From an optimization exercise on the open Yosys and OpenROAD flow, aimed at small area and a short achievable clock period; shortcuts taken in it are not production practice.
Where RTL was checked, it was by simulation tests only, not by an equivalence proof against the original.
No activity file was given, so power comes from the tool's default toggle rates.

==> flow/design.v (excerpt) <==
module pipe_trace_buffer #(
    parameter int NUM_CH    = 4,
    parameter int CH_W      = 32,
    parameter int PC_W      = 32,
    parameter int DEPTH     = 16,
    parameter int POST_TRIG = 4,
    parameter int TS_W      = 16
) (
    input  logic                       clk,
    input  logic                       rst_n,
    input  logic                       sample_en,
    input  logic [PC_W-1:0]            pc_in,
    input  logic [NUM_CH*CH_W-1:0]     ch_in,
    input  logic                       arm,
    input  logic                       trig_en,
    input  logic [PC_W-1:0]            trig_pc,
    output logic [1:0]                 state,
    output logic                       wrapped,
    output logic [$clog2(DEPTH+1)-1:0] count,
    output logic                       rd_valid,
    input  logic                       rd_ready,
    output logic [PC_W-1:0]            rd_pc,
    output logic [NUM_CH*CH_W-1:0]     rd_data
);
==> module trace_ram, before the edit <==
module trace_ram #(
    parameter int DEPTH  = 16,
    parameter int W      = 160,
    parameter int NSEL   = 12,
    parameter int SEL_LO = 3
) (
    input  logic              clk,
    input  logic              shift_i,
    input  logic [W-1:0]      wdata_i,
    input  logic [NSEL-1:0]   sel_i,
    output logic [W-1:0]      rdata_o
);
    logic [DEPTH-1:0][W-1:0] rows_q;
    logic [W-1:0]            out_q, out_d;
    localparam int NGRP = (NSEL + 2) / 3;
    logic [NGRP-1:0][W-1:0] grp;
    always_comb begin
        for (int g = 0; g < NGRP; g++) begin
            grp[g] = '0;
            for (int j = 0; j < 3; j++) begin
                if (3*g + j < NSEL) begin
                    grp[g] = grp[g] | ~({W{~sel_i[3*g+j]}} | rows_q[SEL_LO+3*g+j]);
                end
            end
        end
        out_d = {W{~shift_i}} & out_q;
        for (int g = 0; g < NGRP; g++) begin
            out_d = out_d | ({W{shift_i}} & grp[g]);
        end
    end
    always_ff @(posedge clk) begin
        if (shift_i) begin
            rows_q <= {rows_q[DEPTH-2:0], ~wdata_i};
        end
    end
    always_ff @(posedge clk) begin
        out_q <= out_d;
    end
    assign rdata_o = out_q;
endmodule
==> module pipe_trace_buffer, before the edit <==
module pipe_trace_buffer #(
    parameter int NUM_CH    = 4,
    parameter int CH_W      = 32,
    parameter int PC_W      = 32,
    parameter int DEPTH     = 16,
    parameter int POST_TRIG = 4,
    parameter int TS_W      = 16
) (
    input  logic                       clk,
    input  logic                       rst_n,
    input  logic                       sample_en,
    input  logic [PC_W-1:0]            pc_in,
    input  logic [NUM_CH*CH_W-1:0]     ch_in,
    input  logic                       arm,
    input  logic                       trig_en,
    input  logic [PC_W-1:0]            trig_pc,
    output logic [1:0]                 state,
    output logic                       wrapped,
    output logic [$clog2(DEPTH+1)-1:0] count,
    output logic                       rd_valid,
    input  logic                       rd_ready,
    output logic [PC_W-1:0]            rd_pc,
    output logic [NUM_CH*CH_W-1:0]     rd_data
);
    localparam int CNT_W   = $clog2(DEPTH+1);
    localparam int DATA_W  = NUM_CH*CH_W;
    localparam int ENTRY_W = PC_W + DATA_W;
    localparam int NSEL    = DEPTH - POST_TRIG;
    localparam int SEL_LO  = POST_TRIG - 1;
    localparam int POST_W  = (POST_TRIG > 1) ? $clog2(POST_TRIG) : 1;
    if ((DEPTH < 2) || ((DEPTH & (DEPTH - 1)) != 0) || (TS_W < 1)
        || (POST_TRIG < 1) || (POST_TRIG > DEPTH - 1)) begin : g_bad_params
        $error("pipe_trace_buffer: invalid DEPTH/POST_TRIG/TS_W");
    end
    pipe_trace_pkg::pipe_trace_state_e  state_q, state_d;
    logic [CNT_W-1:0]   count_q, count_d;
    logic               wrapped_q, wrapped_d;
    logic [POST_W-1:0]  post_q, post_d;
    logic               rd_valid_q, rd_valid_d;
    logic [NSEL-1:0]    sel_q, sel_d, sel_same, sel_inc;
    logic               done_q;
    logic               nd_q, nd_d;      
    logic               at_q, at_d;      
    logic               last_w;
    logic               writing;
    logic               shift;
    logic               trig_hit;
    logic [ENTRY_W-1:0] rdata;
    assign done_q   = !nd_q;
    assign writing  = sample_en && at_q;
    assign nd_d     = (state_d != pipe_trace_pkg::ST_DONE);
    assign at_d     = (state_d == pipe_trace_pkg::ST_ARMED)
                   || (state_d == pipe_trace_pkg::ST_TRIGGERED);
    assign trig_hit = trig_en && (pc_in == trig_pc);
    assign shift    = (rd_valid_q && rd_ready) || (!done_q && sample_en);
    always_comb begin
        if (state_q != pipe_trace_pkg::ST_TRIGGERED) begin
            post_d = POST_W'(POST_TRIG - 1);
        end else if (sample_en) begin
            post_d = post_q - POST_W'(1);
        end else begin
            post_d = post_q;
        end
    end
    always_comb begin
        state_d    = state_q;
        count_d    = count_q;
        wrapped_d  = wrapped_q;
        rd_valid_d = rd_valid_q;
        if (arm) begin
            state_d    = pipe_trace_pkg::ST_ARMED;
            count_d    = '0;
            wrapped_d  = 1'b0;
            rd_valid_d = 1'b0;
        end else begin
            if (writing) begin
                if (count_q == CNT_W'(DEPTH)) begin
                    wrapped_d = 1'b1;
                end else begin
                    count_d = count_q + CNT_W'(1);
                end
            end
            unique case (state_q)
                pipe_trace_pkg::ST_IDLE: ;
                pipe_trace_pkg::ST_ARMED: begin
                    if (sample_en && trig_hit) begin
                        state_d = pipe_trace_pkg::ST_TRIGGERED;
                    end
                end
                pipe_trace_pkg::ST_TRIGGERED: begin
                    if (sample_en && (post_q == '0)) begin
                        state_d    = pipe_trace_pkg::ST_DONE;
                        rd_valid_d = 1'b1;
                    end
                end
                pipe_trace_pkg::ST_DONE: begin
                    if (rd_valid_q && rd_ready) begin
                        count_d    = count_q - CNT_W'(1);
                        rd_valid_d = (count_q != CNT_W'(1));
                    end
                end
                default: ;
            endcase
        end
    end
    always_comb begin
        for (int k = 0; k < NSEL; k++) begin
            if (k == NSEL - 1) begin
                sel_same[k] = (count_q >= CNT_W'(DEPTH - 1));
                sel_inc[k]  = (count_q >= CNT_W'(DEPTH - 2));
            end else begin
                sel_same[k] = (count_q == CNT_W'(SEL_LO + 1 + k));
                sel_inc[k]  = (count_q == CNT_W'(SEL_LO + k));
            end
        end
        if (arm) begin
            sel_d = '0;
        end else if (writing) begin
            sel_d = sel_inc;
        end else begin
            sel_d = sel_same;
        end
    end
    always_ff @(posedge clk or negedge rst_n) begin
        if (!rst_n) begin
            state_q    <= pipe_trace_pkg::ST_IDLE;
            count_q    <= '0;
            wrapped_q  <= 1'b0;
            post_q     <= '0;
            rd_valid_q <= 1'b0;
            nd_q       <= 1'b1;
            at_q       <= 1'b0;
        end else begin
            state_q    <= state_d;
            count_q    <= count_d;
            wrapped_q  <= wrapped_d;
            post_q     <= post_d;
            rd_valid_q <= rd_valid_d;
            nd_q       <= nd_d;
            at_q       <= at_d;
        end
    end
    assign last_w = (state_q == pipe_trace_pkg::ST_TRIGGERED) && (post_q == '0) && sample_en;
    always_ff @(posedge clk) begin
        if (!done_q && !last_w) begin
            sel_q <= sel_d;
        end
    end
    trace_ram #(
        .DEPTH (DEPTH),
        .W     (ENTRY_W),
        .NSEL  (NSEL),
        .SEL_LO(SEL_LO)
    ) u_ram (
        .clk     (clk),
        .shift_i (shift),
        .wdata_i ({pc_in, ch_in}),
        .sel_i   (sel_q),
        .rdata_o (rdata)
    );
    assign state    = state_q;
    assign wrapped  = wrapped_q;
    assign count    = count_q;
    assign rd_valid = rd_valid_q;
    assign rd_pc    = rdata[DATA_W +: PC_W];
    assign rd_data  = rdata[DATA_W-1:0];
endmodule
Settings: LEC_CHECK=0, CAP_MARGIN=20, CORE_MARGIN=2, CORE_UTILIZATION=55, CTS_CLUSTER_DIAMETER=100, CTS_CLUSTER_SIZE=30, SETUP_SLACK_MARGIN=2.4, SLEW_MARGIN=20; clock period 4.6 ns.
standard.sh (not shown) runs the stock make flow with config.mk's settings and CLKGATE_MAP_FILE= SYNTH_SCRIPT=/design/flow/synth_recipe.tcl, a recipe that flattens the netlist after the stock synthesis.
==> flow/flow/run.sh <==
#!/bin/bash
# Layout flow: the standard ORFS flow (standard.sh, unchanged synthesis,
# floorplan, power grid, placement, CTS and routing), except that the
# buffers buffer_ports puts on every input and output port are plain
# sky130_fd_sc_hd__buf_2 cells instead of the cell it picks by default (a
# clock delay buffer). Timing repair resizes them afterwards as usual.
# make's full output goes to standard_sh.log; each ORFS step keeps its own
# log under orfs/logs/.
set -euo pipefail
cd "$(dirname "$0")/.."
export BUFFER_PORTS_ARGS="-buffer_cell sky130_fd_sc_hd__buf_2"
bash standard.sh finish > standard_sh.log 2>&1
==> next run, changes <==
--- a/flow/design.v
+++ b/flow/design.v
@@ -29,22 +29,22 @@
     always_comb begin
         for (int g = 0; g < NGRP; g++) begin
             grp[g] = '0;
             for (int j = 0; j < 3; j++) begin
                 if (3*g + j < NSEL) begin
-                    grp[g] = grp[g] | ~({W{~sel_i[3*g+j]}} | rows_q[SEL_LO+3*g+j]);
+                    grp[g] = grp[g] | ({W{sel_i[3*g+j]}} & rows_q[SEL_LO+3*g+j]);
                 end
             end
         end
         out_d = {W{~shift_i}} & out_q;
         for (int g = 0; g < NGRP; g++) begin
             out_d = out_d | ({W{shift_i}} & grp[g]);
         end
     end
     always_ff @(posedge clk) begin
         if (shift_i) begin
-            rows_q <= {rows_q[DEPTH-2:0], ~wdata_i};
+            rows_q <= {rows_q[DEPTH-2:0], wdata_i};
         end
     end
     always_ff @(posedge clk) begin
         out_q <= out_d;
     end
@@ -89,22 +89,18 @@
     logic               wrapped_q, wrapped_d;
     logic [POST_W-1:0]  post_q, post_d;
     logic               rd_valid_q, rd_valid_d;
     logic [NSEL-1:0]    sel_q, sel_d, sel_same, sel_inc;
     logic               done_q;
-    logic               nd_q, nd_d;      
-    logic               at_q, at_d;      
     logic               last_w;
     logic               writing;
     logic               shift;
     logic               trig_hit;
     logic [ENTRY_W-1:0] rdata;
-    assign done_q   = !nd_q;
-    assign writing  = sample_en && at_q;
-    assign nd_d     = (state_d != pipe_trace_pkg::ST_DONE);
-    assign at_d     = (state_d == pipe_trace_pkg::ST_ARMED)
-                   || (state_d == pipe_trace_pkg::ST_TRIGGERED);
+    assign done_q   = (state_q == pipe_trace_pkg::ST_DONE);
+    assign writing  = sample_en && ((state_q == pipe_trace_pkg::ST_ARMED)
+                                 || (state_q == pipe_trace_pkg::ST_TRIGGERED));
     assign trig_hit = trig_en && (pc_in == trig_pc);
     assign shift    = (rd_valid_q && rd_ready) || (!done_q && sample_en);
     always_comb begin
         if (state_q != pipe_trace_pkg::ST_TRIGGERED) begin
             post_d = POST_W'(POST_TRIG - 1);
@@ -178,20 +174,16 @@
             state_q    <= pipe_trace_pkg::ST_IDLE;
             count_q    <= '0;
             wrapped_q  <= 1'b0;
             post_q     <= '0;
             rd_valid_q <= 1'b0;
-            nd_q       <= 1'b1;
-            at_q       <= 1'b0;
         end else begin
             state_q    <= state_d;
             count_q    <= count_d;
             wrapped_q  <= wrapped_d;
             post_q     <= post_d;
             rd_valid_q <= rd_valid_d;
-            nd_q       <= nd_d;
-            at_q       <= at_d;
         end
     end
     assign last_w = (state_q == pipe_trace_pkg::ST_TRIGGERED) && (post_q == '0) && sample_en;
     always_ff @(posedge clk) begin
         if (!done_q && !last_w) begin
Result: Worst setup slack is worse by 7.1 ps. Final area rose by 1.3%. Sequential share of layout area fell by 1.1 points. First-iteration DRC count fell by 11%. Power rose by 69%.
Function not checked in the first run of this note: the RTL went through the layout flow alone.

what the ideal ports hide:
In the flow no input, the clock included, has a driving cell. The finished layouts below were timed again as built, in two steps. Step 1: set_driving_cell puts a clkbuf_16 on clk and a buf_2 on each other input, an assumption about the parent block. Step 2 times the ports against the registers' clock, not the clock port: input delays grow and output delays shrink by t, the midpoint of the rising clock arrivals with the driver on. Slacks: ideal ports / drivers / drivers and shift; pairs: ideal ports / drivers.
| run | t, ns | slack for setup (ns) | worst setup path after step 2 | clock arrival spread, ns |
|---|---|---|---|---|
| the first run | 0.820 | 2.331 / 2.250 / 1.800 | input to register | 0.050 / 0.050 |
| the second run | 0.815 | 2.324 / 2.244 / 1.685 | input to register | 0.039 / 0.039 |
After both steps every run listed still meets setup and hold. For the second run, which loses most, drivers alone change the setup slack by -0.080 ns; drivers and shift together by -0.639 ns.
